This is an optimization exercise on Yosys and OpenROAD, whose aim is small area and a short achievable clock period, not a production implementation.
Where RTL was checked, it was by simulation tests only, not by an equivalence proof against the original.

== the baseline ==
==> flow/design.v <==
module mtb_event #(
    parameter int PC_W = 32,
    parameter int NS   = 4
) (
    input  logic            req_i,
    input  logic            prev_req_i,
    input  logic [PC_W-1:0] pc_i,
    input  logic [PC_W-1:0] prev_pc_i,
    input  logic [NS-1:1]   valid_i,
    output logic            fetch_o,
    output logic            any_o
);
    assign fetch_o = req_i && (!prev_req_i || (pc_i != prev_pc_i));
    assign any_o   = fetch_o || (|valid_i);
endmodule
module mtb_sel #(
    parameter int W = 1
) (
    input  logic         s,
    input  logic [W-1:0] a,
    input  logic [W-1:0] b,
    output logic [W-1:0] y
);
    assign y = s ? a : b;
endmodule
module microarch_trace_buffer #(
    parameter int          NUM_STAGES  = 4,
    parameter int          DE_IDX      = 1,
    parameter int          PC_W        = 32,
    parameter int          DEPTH       = 16,
    parameter int          TS_W        = 16,
    parameter logic [31:0] FINISH_INSN = 32'h00002013,
    localparam int         AW          = $clog2(DEPTH),
    localparam int         LVL_W       = AW + 1
) (
    input  logic                       clk,
    input  logic                       rst_n,
    input  logic                       if_req_i,
    input  logic [NUM_STAGES-1:0]      ev_valid_i,
    input  logic [NUM_STAGES*PC_W-1:0] ev_pc_i,
    input  logic [31:0]                de_insn_i,
    output logic                       rec_valid_o,
    input  logic                       rec_ready_i,
    output logic [NUM_STAGES-1:0]      rec_mask_o,
    output logic [NUM_STAGES*PC_W-1:0] rec_pc_o,
    output logic [31:0]                rec_insn_o,
    output logic [TS_W-1:0]            rec_cycle_o,
    output logic                       rec_lost_o,
    output logic [15:0]                drop_cnt_o,
    output logic [LVL_W-1:0]           level_o,
    output logic                       finish_o
);
    localparam int MD   = DEPTH - 1;                
    localparam int PCS  = NUM_STAGES * PC_W;
    localparam int PC_LSB  = NUM_STAGES;
    localparam int INS_LSB = PC_LSB + PCS;
    localparam int CYC_LSB = INS_LSB + 32;
    localparam int ENT_W   = CYC_LSB + TS_W + 1;
    logic [PCS-1:0]             m_pc    [MD];
    logic [31:0]                m_insn  [MD];
    logic [NUM_STAGES-1:0]      m_mask  [MD];
    logic [TS_W-1:0]            m_cyc   [MD];
    logic                       m_lost  [MD];
    logic [ENT_W-1:0]           head_q;     
    logic                       prev_req_q;
    logic [PC_W-1:0]            prev_pc_q;
    logic [TS_W-1:0]            cycle_q;
    logic [15:0]                drop_cnt_q;
    logic                       lost_q;
    logic [LVL_W-1:0]           count_q;
    logic                       valid_q;    
    logic                       one_q;      
    logic                       in_sel_q;   
    logic [MD-1:0]              wsel_q;     
    logic [MD-1:0]              rptr_q;     
    logic [MD-1:0]              rsel_q;     
    logic                       armed_q, drain_q, finish_q;
    logic                       fetch_evt, any_evt;
    logic [NUM_STAGES-1:0]      evt_mask;
    logic [PCS-1:0]             in_pc;      
    logic [31:0]                evt_insn;
    mtb_event #(.PC_W(PC_W), .NS(NUM_STAGES)) u_event (
        .req_i     (if_req_i),
        .prev_req_i(prev_req_q),
        .pc_i      (ev_pc_i[PC_W-1:0]),
        .prev_pc_i (prev_pc_q),
        .valid_i   (ev_valid_i[NUM_STAGES-1:1]),
        .fetch_o   (fetch_evt),
        .any_o     (any_evt)
    );
    assign evt_mask = {ev_valid_i[NUM_STAGES-1:1], fetch_evt};
    assign evt_insn = ev_valid_i[DE_IDX] ? de_insn_i : '0;
    genvar gi;
    generate
        for (gi = 0; gi < NUM_STAGES; gi++) begin : g_lane
            if (gi == 0) begin : g_fetch
                assign in_pc[gi*PC_W +: PC_W] = ev_pc_i[gi*PC_W +: PC_W];
            end else begin : g_stage
                assign in_pc[gi*PC_W +: PC_W] = ev_valid_i[gi] ? ev_pc_i[gi*PC_W +: PC_W] : '0;
            end
        end
    endgenerate
    logic             rdy, full, ge2, ge3, eq2, sat;
    logic [LVL_W-1:0] count_inc, count_dec;
    logic [15:0]      drop_inc;
    assign rdy  = rec_ready_i;
    assign full = count_q[LVL_W-1];                 
    assign ge2  = !in_sel_q;
    assign eq2  = (count_q == LVL_W'(2));
    assign ge3  = ge2 && !eq2;
    assign sat  = &drop_cnt_q;
    assign count_inc = count_q + 1'b1;
    assign count_dec = count_q - 1'b1;
    assign drop_inc  = drop_cnt_q + 16'd1;
    logic [LVL_W-1:0] count_n, count_e;
    logic             valid_n, one_n, ring_n, one_e, ring_e, up_e, drop_e, radv;
    logic [MD-1:0]    wsel_e, rptr_n, rsel_n, rsel_e;
    logic [15:0]      drop_cnt_e;
    logic             drain_n, finish_n;
    assign count_n  = (valid_q && rdy) ? count_dec : count_q;
    assign up_e     = rdy ? !valid_q : !full;
    assign count_e  = up_e ? count_inc : count_q;
    assign valid_n  = rdy ? ge2 : valid_q;
    assign one_n    = rdy ? eq2 : one_q;
    assign one_e    = !valid_q || (rdy && one_q);
    assign ring_n   = rdy ? ge3 : ge2;
    assign ring_e   = rdy ? ge2 : valid_q;
    assign drop_e   = full && !rdy;
    assign radv     = rdy && ge2;
    assign wsel_e   = (valid_q && (rdy ? !one_q : !full)) ? {wsel_q[MD-2:0], wsel_q[MD-1]} : wsel_q;
    assign rptr_n   = radv ? {rptr_q[MD-2:0], rptr_q[MD-1]} : rptr_q;
    assign rsel_n   = ring_n ? rptr_n : '0;
    assign rsel_e   = ring_e ? rptr_n : '0;
    assign drop_cnt_e = (drop_e && !sat) ? drop_inc : drop_cnt_q;
    assign drain_n  = drain_q && valid_q;
    assign finish_n = finish_q || (drain_q && !valid_q);
    localparam int CW = LVL_W + 1 + 1 + 1 + MD + MD + 1 + 16 + 1 + 1;
    logic [CW-1:0] ctl_e, ctl_n, ctl_d;
    logic [LVL_W-1:0] count_d;
    logic             valid_d, one_d, in_sel_d, lost_d, drain_d, finish_d;
    logic [MD-1:0]    wsel_d, rsel_d;
    logic [15:0]      drop_cnt_d;
    assign ctl_e = {count_e, 1'b1,    one_e, !ring_e, wsel_e, rsel_e, drop_e, drop_cnt_e, drain_q, finish_q};
    assign ctl_n = {count_n, valid_n, one_n, !ring_n, wsel_q, rsel_n, lost_q, drop_cnt_q, drain_n, finish_n};
    mtb_sel #(.W(CW)) u_ctl_sel (.s(any_evt), .a(ctl_e), .b(ctl_n), .y(ctl_d));
    assign {count_d, valid_d, one_d, in_sel_d, wsel_d, rsel_d, lost_d, drop_cnt_d, drain_d, finish_d} = ctl_d;
    logic m_wen_ok, h_load;
    assign m_wen_ok = !full || rdy;
    assign h_load   = !valid_q || rdy;
    always_ff @(posedge clk) begin
        for (int i = 0; i < MD; i++) begin
            if (wsel_q[i] && m_wen_ok) begin
                m_pc[i]   <= in_pc;
                m_insn[i] <= evt_insn;
                m_mask[i] <= evt_mask;
                m_cyc[i]  <= cycle_q;
                m_lost[i] <= lost_q;
            end
        end
    end
    logic [PCS-1:0]        r_pc;
    logic [31:0]           r_insn;
    logic [NUM_STAGES-1:0] r_mask;
    logic [TS_W-1:0]       r_cyc;
    logic                  r_lost, in_take;
    logic [MD-1:0]         r_mask0_sel;
    always_comb begin
        r_pc   = '0;
        r_insn = '0;
        r_mask = '0;
        r_cyc  = '0;
        r_lost = 1'b0;
        for (int i = 0; i < MD; i++) begin
            r_pc   = r_pc   | (m_pc[i]   & {PCS{rsel_q[i]}});
            r_insn = r_insn | (m_insn[i] & {32{rsel_q[i]}});
            r_mask = r_mask | (m_mask[i] & {NUM_STAGES{rsel_q[i]}});
            r_cyc  = r_cyc  | (m_cyc[i]  & {TS_W{rsel_q[i]}});
            r_lost = r_lost | (m_lost[i] & rsel_q[i]);
            r_mask0_sel[i] = m_mask[i][0] && rsel_q[i];
        end
    end
    logic [ENT_W-1:0] r_ent, i_ent, head_d;
    logic [PCS-1:0]   r_pc_g, i_pc;
    assign in_take = in_sel_q && any_evt;
    assign r_pc_g  = {r_pc[PCS-1:PC_W], r_pc[PC_W-1:0] & {PC_W{|r_mask0_sel}}};
    assign i_pc    = {in_pc[PCS-1:PC_W] & {(PCS-PC_W){in_sel_q}},
                      in_pc[PC_W-1:0] & {PC_W{in_sel_q && fetch_evt}}};
    assign r_ent   = {r_lost, r_cyc, r_insn, r_pc_g, r_mask};
    assign i_ent   = {lost_q && in_take, cycle_q & {TS_W{in_take}},
                      evt_insn & {32{in_sel_q}}, i_pc, evt_mask & {NUM_STAGES{in_sel_q}}};
    assign head_d  = h_load ? (r_ent | i_ent) : head_q;
    always_ff @(posedge clk or negedge rst_n) begin
        if (!rst_n) begin
            head_q <= '0;
        end else begin
            head_q <= head_d;
        end
    end
    assign rec_valid_o = valid_q;
    assign rec_mask_o  = head_q[0 +: NUM_STAGES];
    assign rec_pc_o    = head_q[PC_LSB +: PCS];
    assign rec_insn_o  = head_q[INS_LSB +: 32];
    assign rec_cycle_o = head_q[CYC_LSB +: TS_W];
    assign rec_lost_o  = head_q[ENT_W-1];
    assign drop_cnt_o  = drop_cnt_q;
    assign level_o     = count_q;
    assign finish_o    = finish_q;
    always_ff @(posedge clk or negedge rst_n) begin
        if (!rst_n) begin
            prev_req_q <= 1'b0;
            prev_pc_q  <= '0;
            cycle_q    <= '0;
            drop_cnt_q <= '0;
            lost_q     <= 1'b0;
            count_q    <= '0;
            valid_q    <= 1'b0;
            one_q      <= 1'b0;
            in_sel_q   <= 1'b1;
            wsel_q     <= MD'(1);
            rptr_q     <= MD'(1);
            rsel_q     <= '0;
            armed_q    <= 1'b0;
            drain_q    <= 1'b0;
            finish_q   <= 1'b0;
        end else begin
            prev_req_q <= if_req_i;
            prev_pc_q  <= ev_pc_i[PC_W-1:0];
            cycle_q    <= cycle_q + 1'b1;
            drop_cnt_q <= drop_cnt_d;
            lost_q     <= lost_d;
            count_q    <= count_d;
            valid_q    <= valid_d;
            one_q      <= one_d;
            in_sel_q   <= in_sel_d;
            wsel_q     <= wsel_d;
            rptr_q     <= rptr_n;
            rsel_q     <= rsel_d;
            finish_q   <= finish_d;
            if (armed_q && ev_valid_i[NUM_STAGES-1]) begin
                armed_q <= 1'b0;
                drain_q <= 1'b1;
            end else begin
                drain_q <= drain_d;
                if (!armed_q && !drain_q && !finish_q &&
                    ev_valid_i[DE_IDX] && (de_insn_i == FINISH_INSN)) begin
                    armed_q <= 1'b1;
                end
            end
        end
    end
endmodule
export LEC_CHECK = 0
export CAP_MARGIN = 20
export CORE_MARGIN = 2
export CORE_UTILIZATION = 60
export SETUP_SLACK_MARGIN = 2.8
export SLEW_MARGIN = 20
export SYNTH_HIERARCHICAL = 1
export SYNTH_MINIMUM_KEEP_SIZE = 0
create_clock -name core_clock -period 5.2 [get_ports {clk}]
standard.sh (not shown) runs the stock make flow with config.mk's settings and CLKGATE_MAP_FILE= SYNTH_SCRIPT=/design/flow/synth_recipe.tcl, a recipe that flattens the netlist after the stock synthesis.
==> flow/flow/run.sh <==
#!/bin/bash
# Standard ORFS layout with a smaller port buffer cell and no CTS dummy loads.
export BUFFER_PORTS_ARGS="-buffer_cell sky130_fd_sc_hd__buf_2"
export CTS_ARGS="-sink_clustering_enable -repair_clock_nets -dont_use_dummy_load"
bash standard.sh finish > standard.log 2>&1
--- input diff the baseline..the candidate ---
--- a/flow/design.v
+++ b/flow/design.v
@@ -1,20 +1,14 @@
-module mtb_event #(
-    parameter int PC_W = 32,
-    parameter int NS   = 4
+module mtb_neq #(
+    parameter int W = 32
 ) (
-    input  logic            req_i,
-    input  logic            prev_req_i,
-    input  logic [PC_W-1:0] pc_i,
-    input  logic [PC_W-1:0] prev_pc_i,
-    input  logic [NS-1:1]   valid_i,
-    output logic            fetch_o,
-    output logic            any_o
+    input  logic [W-1:0] a,
+    input  logic [W-1:0] b,
+    output logic         y
 );
-    assign fetch_o = req_i && (!prev_req_i || (pc_i != prev_pc_i));
-    assign any_o   = fetch_o || (|valid_i);
+    assign y = (a != b);
 endmodule
 module mtb_sel #(
     parameter int W = 1
 ) (
     input  logic         s,
     input  logic [W-1:0] a,
@@ -76,21 +70,19 @@
     logic [MD-1:0]              rsel_q;     
     logic                       armed_q, drain_q, finish_q;
     logic                       fetch_evt, any_evt;
     logic [NUM_STAGES-1:0]      evt_mask;
     logic [PCS-1:0]             in_pc;      
     logic [31:0]                evt_insn;
-    mtb_event #(.PC_W(PC_W), .NS(NUM_STAGES)) u_event (
-        .req_i     (if_req_i),
-        .prev_req_i(prev_req_q),
-        .pc_i      (ev_pc_i[PC_W-1:0]),
-        .prev_pc_i (prev_pc_q),
-        .valid_i   (ev_valid_i[NUM_STAGES-1:1]),
-        .fetch_o   (fetch_evt),
-        .any_o     (any_evt)
-    );
+    logic pc_neq, fetch_neq, fetch_eq, v_any;
+    mtb_neq #(.W(PC_W)) u_neq (.a(ev_pc_i[PC_W-1:0]), .b(prev_pc_q), .y(pc_neq));
+    assign fetch_neq = if_req_i;
+    assign fetch_eq  = if_req_i && !prev_req_q;
+    assign fetch_evt = pc_neq ? fetch_neq : fetch_eq;
+    assign v_any     = |ev_valid_i[NUM_STAGES-1:1];
+    assign any_evt   = v_any || fetch_evt;
     assign evt_mask = {ev_valid_i[NUM_STAGES-1:1], fetch_evt};
     assign evt_insn = ev_valid_i[DE_IDX] ? de_insn_i : '0;
     genvar gi;
     generate
         for (gi = 0; gi < NUM_STAGES; gi++) begin : g_lane
             if (gi == 0) begin : g_fetch
@@ -139,13 +131,17 @@
     logic [LVL_W-1:0] count_d;
     logic             valid_d, one_d, in_sel_d, lost_d, drain_d, finish_d;
     logic [MD-1:0]    wsel_d, rsel_d;
     logic [15:0]      drop_cnt_d;
     assign ctl_e = {count_e, 1'b1,    one_e, !ring_e, wsel_e, rsel_e, drop_e, drop_cnt_e, drain_q, finish_q};
     assign ctl_n = {count_n, valid_n, one_n, !ring_n, wsel_q, rsel_n, lost_q, drop_cnt_q, drain_n, finish_n};
-    mtb_sel #(.W(CW)) u_ctl_sel (.s(any_evt), .a(ctl_e), .b(ctl_n), .y(ctl_d));
+    logic [CW-1:0] ctl_v, ctl_a, ctl_b;
+    assign ctl_v = v_any     ? ctl_e : ctl_n;
+    assign ctl_a = fetch_neq ? ctl_e : ctl_v;
+    assign ctl_b = fetch_eq  ? ctl_e : ctl_v;
+    mtb_sel #(.W(CW)) u_ctl_sel (.s(pc_neq), .a(ctl_a), .b(ctl_b), .y(ctl_d));
     assign {count_d, valid_d, one_d, in_sel_d, wsel_d, rsel_d, lost_d, drop_cnt_d, drain_d, finish_d} = ctl_d;
     logic m_wen_ok, h_load;
     assign m_wen_ok = !full || rdy;
     assign h_load   = !valid_q || rdy;
     always_ff @(posedge clk) begin
         for (int i = 0; i < MD; i++) begin
==> run summary <==
The candidate went all the way through the flow, and no timing, DRC or antenna check failed.
The candidate ended up with a higher post-synthesis share of cell area spent on xor and xnor gates than the baseline did.
On footprint of the flip-flops and latches, the candidate tracks the baseline almost exactly.
The final reports for the candidate and the baseline show post-synthesis sequential area ratio lower in the former.
Between the baseline and the candidate, total length of routed wires increased.
Share of layout cells above drive strength 1: the candidate vs the baseline up 0.50 points
Final cell area excluding filler cells on the candidate is behind the baseline.
Only the layout flow was run in the baseline; the RTL was not checked for function there.

-- separate check: timing with driven ports --
How much do the figures lean on ideal ports? The routed layouts below were timed once more, with nothing changed but the port constraints.
Step 1 (the two cells are an assumption about what drives the block):
set clk [get_ports {clk}]
set_driving_cell -lib_cell sky130_fd_sc_hd__clkbuf_16 $clk
set_driving_cell -lib_cell sky130_fd_sc_hd__buf_2 [delete_from_list [all_inputs] $clk]
Step 2 moves the port delays by t, midway between the first and last clock arrival at a register: inputs arrive t later, outputs are due t later. That takes back most of the time a late clock gives input paths.
Slacks: no drivers / after step 1 / after step 2; pairs: no drivers / after step 1.
run	t (ns)	setup slack, ns	worst setup path after step 2	cell pins on the clock port's net
the baseline	1.016	2.352 / 2.368 / 1.410	input to register	1
the candidate	1.028	2.576 / 2.480 / 1.651	input to register	1
After both steps every run listed still meets setup and hold. For the baseline, which loses most, drivers alone change the setup slack by +0.016 ns; drivers and shift together by -0.942 ns.
